Context: an optimization exercise on an open-source flow, tuned for small area. The choices shown serve that exercise and are no tape-out recipe.
At most, simulation tests tie the RTL to the original design; equivalence was not proved.
Power figures rest on the tool's default switching activity, not on a simulated workload.

==> flow/design.v <==
module am_sdr_1bit_rx #(
  parameter int PHASE_W   = 24,
  parameter int CIC_ORDER = 3,
  parameter int DEC_LOG2  = 8,
  parameter int OUT_W     = 8
) (
  input  logic               clk,
  input  logic               rst_n,
  input  logic               rf_in,
  input  logic [PHASE_W-1:0] tune_word,
  input  logic               tune_load,
  input  logic               pwm_en,
  output logic [OUT_W-1:0]   mag_out,
  output logic               mag_valid,
  output logic               pwm_out
);
  function automatic logic [26:0] rca(input logic [25:0] a, input logic [25:0] b,
                                      input logic ci);
    logic c;
    logic [26:0] r;
    c = ci;
    for (int i = 0; i < 26; i++) begin
      r[i] = a[i] ^ b[i] ^ c;
      c    = (a[i] & b[i]) | (a[i] & c) | (b[i] & c);
    end
    r[26] = c;
    rca = r;
  endfunction
  logic [11:0] ph_lo, ph_hi;         
  logic        ph_c;
  logic [PHASE_W-1:0] tune_reg;
  logic [7:0]  j;                    
  logic [8:0]  jn;                   
  logic [12:0] ph_lo_n;
  logic [1:0]  lo;                   
  logic        tick, ui, uq;
  assign ph_lo_n = 13'(rca(26'(ph_lo), 26'(tune_reg[11:0]), 1'b0));
  assign lo      = ph_hi[11:10] + 2'(ph_c & (&ph_hi[9:0]));
  assign tick    = (j == 8'd0);
  assign jn      = {1'b0, j} + 9'd1;
  assign ui      = ~(rf_in ^ lo[1]);
  assign uq      = ~(rf_in ^ lo[1] ^ lo[0]);
  always_ff @(posedge clk or negedge rst_n) begin
    if (!rst_n) begin
      ph_lo    <= '0;
      ph_hi    <= '0;
      ph_c     <= 1'b0;
      tune_reg <= '0;
      j        <= 8'd1;
      pwm_out  <= 1'b0;
    end else begin
      ph_lo   <= ph_lo_n[11:0];
      ph_c    <= ph_lo_n[12];
      ph_hi   <= 12'(rca(26'(ph_hi), 26'(tune_reg[23:12]), ph_c));
      if (tune_load) tune_reg <= tune_word;
      j       <= j + 8'd1;
      pwm_out <= pwm_en & (j != 8'd0) & ~(mag_out < j);
    end
  end
  logic [15:0] wc;
  logic [14:0] wa;
  logic [15:0] wb;
  logic [7:0]  wa_hi;
  logic [15:0] wb_half;
  always_ff @(posedge clk or negedge rst_n) begin
    if (!rst_n)
      wc <= 16'd3;
    else if (j == 8'd255)
      wc <= 16'd1;
    else
      wc <= 16'(rca(26'(wc), 26'(jn), 1'b1));
  end
  always_comb begin
    wa_hi   = 8'(rca(26'(wc[14:7]), 26'({~jn[6:0], 1'b1}), 1'b0));
    wa      = {wa_hi, wc[6:0]};
    wb_half = 16'(rca(26'({jn[8] ^ jn[7], ~jn[7], jn[6:0], 7'b1000000}), 26'(16'(~wc)), 1'b1));
    wb      = {wb_half[14:0], 1'b0};
  end
  logic [15:0] a_lo_i, a_lo_q, b_lo_i, b_lo_q, c_lo_i, c_lo_q;
  logic [8:0]  a_hi_i, a_hi_q;
  logic [7:0]  b_hi_i, b_hi_q;
  logic [5:0]  c_hi_i, c_hi_q;
  logic        a_c_i, a_c_q, b_c_i, b_c_q, c_c_i, c_c_q;
  logic [1:0]  n_dec;
  logic        lsb_a;
  assign lsb_a = ~n_dec[0];
  logic [16:0] na_i, na_q, nb_i, nb_q, nc_i, nc_q;
  logic first, c_clr;
  assign first = (j == 8'd1) & (n_dec == 2'd0);
  assign c_clr = tick | first;
  always_ff @(posedge clk) begin
    c_lo_i <= nc_i[15:0];  c_c_i <= nc_i[16];
    c_lo_q <= nc_q[15:0];  c_c_q <= nc_q[16];
    c_hi_i <= c_clr ? 6'd0 : 6'(rca(26'(c_hi_i), 26'd0, c_c_i));
    c_hi_q <= c_clr ? 6'd0 : 6'(rca(26'(c_hi_q), 26'd0, c_c_q));
  end
  always_comb begin
    na_i = 17'(rca(26'(tick ? b_lo_i : a_lo_i), 26'(wa & {15{ui}}), 1'b0));
    na_q = 17'(rca(26'(tick ? b_lo_q : a_lo_q), 26'(wa & {15{uq}}), 1'b0));
    nb_i = 17'(rca(26'(tick ? c_lo_i : b_lo_i), 26'(wb & {16{ui}}), 1'b0));
    nb_q = 17'(rca(26'(tick ? c_lo_q : b_lo_q), 26'(wb & {16{uq}}), 1'b0));
    nc_i = 17'(rca(26'(c_clr ? 16'd0 : c_lo_i), 26'(wc & {16{ui}}), 1'b0));
    nc_q = 17'(rca(26'(c_clr ? 16'd0 : c_lo_q), 26'(wc & {16{uq}}), 1'b0));
  end
  always_ff @(posedge clk or negedge rst_n) begin
    if (!rst_n) begin
      a_lo_i <= 16'h29c0; a_lo_q <= 16'h29c0; a_hi_i <= 9'h06b; a_hi_q <= 9'h06b;
      b_lo_i <= 16'hd63f; b_lo_q <= 16'hd63f; b_hi_i <= 8'h15;  b_hi_q <= 8'h15;
      a_c_i <= 1'b0; a_c_q <= 1'b0; b_c_i <= 1'b0; b_c_q <= 1'b0;
      n_dec  <= 2'd0;
    end else begin
      a_lo_i <= na_i[15:0];  a_c_i <= na_i[16];
      a_lo_q <= na_q[15:0];  a_c_q <= na_q[16];
      b_lo_i <= nb_i[15:0];  b_c_i <= nb_i[16];
      b_lo_q <= nb_q[15:0];  b_c_q <= nb_q[16];
      a_hi_i <= 9'(rca(26'(tick ? {1'b0, b_hi_i} : a_hi_i), 26'd0, tick ? b_c_i : a_c_i));
      a_hi_q <= 9'(rca(26'(tick ? {1'b0, b_hi_q} : a_hi_q), 26'd0, tick ? b_c_q : a_c_q));
      b_hi_i <= 8'(rca(26'(tick ? {2'b0, c_hi_i} : b_hi_i), 26'd0, tick ? c_c_i : b_c_i));
      b_hi_q <= 8'(rca(26'(tick ? {2'b0, c_hi_q} : b_hi_q), 26'd0, tick ? c_c_q : b_c_q));
      if (tick && n_dec != 2'd3) n_dec <= n_dec + 2'd1;
    end
  end
  logic [24:0] acc_ai, acc_aq;
  logic        neg_i, neg_q;
  logic [29:0] s_i, s_q;
  assign acc_ai = {a_hi_i, a_lo_i};
  assign acc_aq = {a_hi_q, a_lo_q};
  assign neg_i  = ~acc_ai[24] & ~acc_ai[23];
  assign neg_q  = ~acc_aq[24] & ~acc_aq[23];
  assign s_i    = {{5{neg_i}}, acc_ai[24] | ~acc_ai[23], acc_ai[22:0], lsb_a};
  assign s_q    = {{5{neg_q}}, acc_aq[24] | ~acc_aq[23], acc_aq[22:0], lsb_a};
  logic       d0;
  logic [8:0] t_i, t_q;
  assign d0 = (j[1:0] == 2'd2);
  always_comb begin
    case (j[1:0])
      2'd2:    begin t_i = s_i[8:0];   t_q = s_q[8:0];   end
      2'd3:    begin t_i = s_i[17:9];  t_q = s_q[17:9];  end
      default: begin t_i = s_i[26:18]; t_q = s_q[26:18]; end
    endcase
  end
  logic        cab_i, cab_q, c1, c2, cge, mp_i, mp_q;      
  logic [7:0]  mag_pend;
  logic [8:0]  m_i, m_q, hm_i, hm_q, nq;
  logic        pi_, pq_;
  logic [9:0]  inc_i, inc_q, sum1, sum2, cmp;
  always_comb begin
    inc_i = 10'(rca(26'(t_i ^ {9{neg_i}}), 26'd0, d0 ? neg_i : cab_i));
    inc_q = 10'(rca(26'(t_q ^ {9{neg_q}}), 26'd0, d0 ? neg_q : cab_q));
    m_i   = inc_i[8:0];
    m_q   = inc_q[8:0];
    pi_   = d0 ? 1'b0 : mp_i;
    pq_   = d0 ? 1'b0 : mp_q;
    hm_i  = {m_i[8:1], m_i[0] & ~d0};
    hm_q  = {m_q[8:1], m_q[0] & ~d0};
    sum1  = 10'(rca(26'({m_i[7:0], pi_}), 26'(hm_q), d0 ? 1'b0 : c1));    
    sum2  = 10'(rca(26'({m_q[7:0], pq_}), 26'(hm_i), d0 ? 1'b0 : c2));    
    nq    = ~m_q;
    cmp   = 10'(rca(26'(m_i), 26'(nq), d0 ? 1'b1 : cge));                 
  end
  always_ff @(posedge clk) begin
    cab_i <= inc_i[9];
    cab_q <= inc_q[9];
    mp_i  <= m_i[8];
    mp_q  <= m_q[8];
    c1    <= sum1[9];
    c2    <= sum2[9];
    cge   <= cmp[9];
    if (tick) mag_pend <= cmp[9] ? sum1[7:0] : sum2[7:0];
  end
  logic seen;                        
  assign seen = (n_dec != 2'd0);
  always_ff @(posedge clk or negedge rst_n) begin
    if (!rst_n) begin
      mag_out   <= '0;
      mag_valid <= 1'b0;
    end else begin
      mag_valid <= seen & (j == 8'd4);
      if (seen & (j == 8'd4)) mag_out <= mag_pend;
    end
  end
endmodule
==> flow/config.mk <==
export PLATFORM = sky130hd
export DESIGN_NAME = am_sdr_1bit_rx
export DESIGN_NICKNAME = am_sdr_1bit_rx
export VERILOG_FILES = /design/flow/design.v
export SDC_FILE = /design/flow/constraint.sdc
export NUM_CORES = 4
export LEC_CHECK = 0
export ABC_AREA = 1
export CAP_MARGIN = 0
export CORE_MARGIN = 2
export CORE_UTILIZATION = 70
export SLEW_MARGIN = 20
==> flow/constraint.sdc <==
create_clock -name core_clock -period 8.0 [get_ports {clk}]
set_input_delay 1.6000 -clock core_clock [delete_from_list [all_inputs] [get_ports {clk}]]
set_output_delay 1.6000 -clock core_clock [all_outputs]
set_load 0.01 [all_outputs]
standard.sh (not shown) runs the stock make flow with config.mk's settings and CLKGATE_MAP_FILE= SYNTH_SCRIPT=/design/flow/synth_recipe.tcl, a recipe that flattens the netlist after the stock synthesis.
==> flow/flow/run.sh <==
#!/bin/bash
# The standard layout (standard.sh: the standard flow's synthesis and ORFS flow), with two changes:
# clock tree synthesis without dummy loads, and the smallest buffer on each port.
# make's output goes to flow_make.log; each ORFS step keeps its own log under orfs/logs/.
set -euo pipefail
bash standard.sh \
  "CTS_ARGS=-sink_clustering_enable -repair_clock_nets -sink_clustering_size 45 -sink_clustering_max_diameter 70 -buf_list sky130_fd_sc_hd__clkbuf_16 -dont_use_dummy_load" \
  "BUFFER_PORTS_ARGS=-buffer_cell sky130_fd_sc_hd__buf_1" \
  finish > flow_make.log 2>&1
Change:
--- a/flow/design.v
+++ b/flow/design.v
@@ -35,12 +35,21 @@
   logic [1:0]  lo;                   
   logic        tick, ui, uq;
   assign ph_lo_n = 13'(rca(26'(ph_lo), 26'(tune_reg[11:0]), 1'b0));
   assign lo      = ph_hi[11:10] + 2'(ph_c & (&ph_hi[9:0]));
-  assign tick    = (j == 8'd0);
   assign jn      = {1'b0, j} + 9'd1;
   assign ui      = ~(rf_in ^ lo[1]);
   assign uq      = ~(rf_in ^ lo[1] ^ lo[0]);
+  logic c_clr;
+  always_ff @(posedge clk or negedge rst_n) begin
+    if (!rst_n) begin
+      tick  <= 1'b0;
+      c_clr <= 1'b1;
+    end else begin
+      tick  <= (j == 8'd255);
+      c_clr <= (j == 8'd255);
+    end
+  end
   always_ff @(posedge clk or negedge rst_n) begin
     if (!rst_n) begin
       ph_lo    <= '0;
       ph_hi    <= '0;
@@ -84,11 +93,8 @@
   logic [1:0]  n_dec;
   logic        lsb_a;
   assign lsb_a = ~n_dec[0];
   logic [16:0] na_i, na_q, nb_i, nb_q, nc_i, nc_q;
-  logic first, c_clr;
-  assign first = (j == 8'd1) & (n_dec == 2'd0);
-  assign c_clr = tick | first;
   always_ff @(posedge clk) begin
     c_lo_i <= nc_i[15:0];  c_c_i <= nc_i[16];
     c_lo_q <= nc_q[15:0];  c_c_q <= nc_q[16];
     c_hi_i <= c_clr ? 6'd0 : 6'(rca(26'(c_hi_i), 26'd0, c_c_i));
Synthesized area stays flat.
Via count rose slightly.
Worst setup slack got worse by 38 ps.
Non-clock buffer count decreases by 4.
Core utilization came out lower by 0.19 points.
Synthesized cell count hardly moves.
Design area barely changes.
Register-to-register slack loses 80 ps.
Sequential share of layout area increases by 0.47 points.
Final cell count stays the same.
Clock-buffer cell count does not change.
Combinational power goes down by a few percent.
Wire length grows slightly.
Function not checked in the second run of this note: the RTL went through the layout flow alone.

-- afterwards: timing with drivers on the ports --
In the flow no input, the clock included, has a driving cell. The finished layouts below were timed again as built, in two steps. Step 1 sets driving cells, clkbuf_16 on the clock port and buf_2 on the other inputs (assumed; they add their load-dependent delay and slew). Step 2 adds t to the input delays and takes it off the output delays; t is the mean of the earliest and latest rising clock arrival at the registers after step 1. Input paths then give back, and output paths get back, about the clock's delay inside the block. a / b / c = ideal / step 1 / step 2; a / b = the first two.
run | t, ns | setup WS [ns] | worst slew at a driven data input, ns | pins driven straight from the clock port
the first run | 0.522 | 0.392 / 0.414 / -0.109 | 0.03 | 1
the second run | 0.524 | 0.353 / 0.373 / -0.151 | 0.04 | 1
Met with ideal ports but missed after step 2: setup timing in the first run and the second run. The setup slack of the second run, which loses most, moves by +0.020 ns with the drivers and by -0.504 ns with both steps.
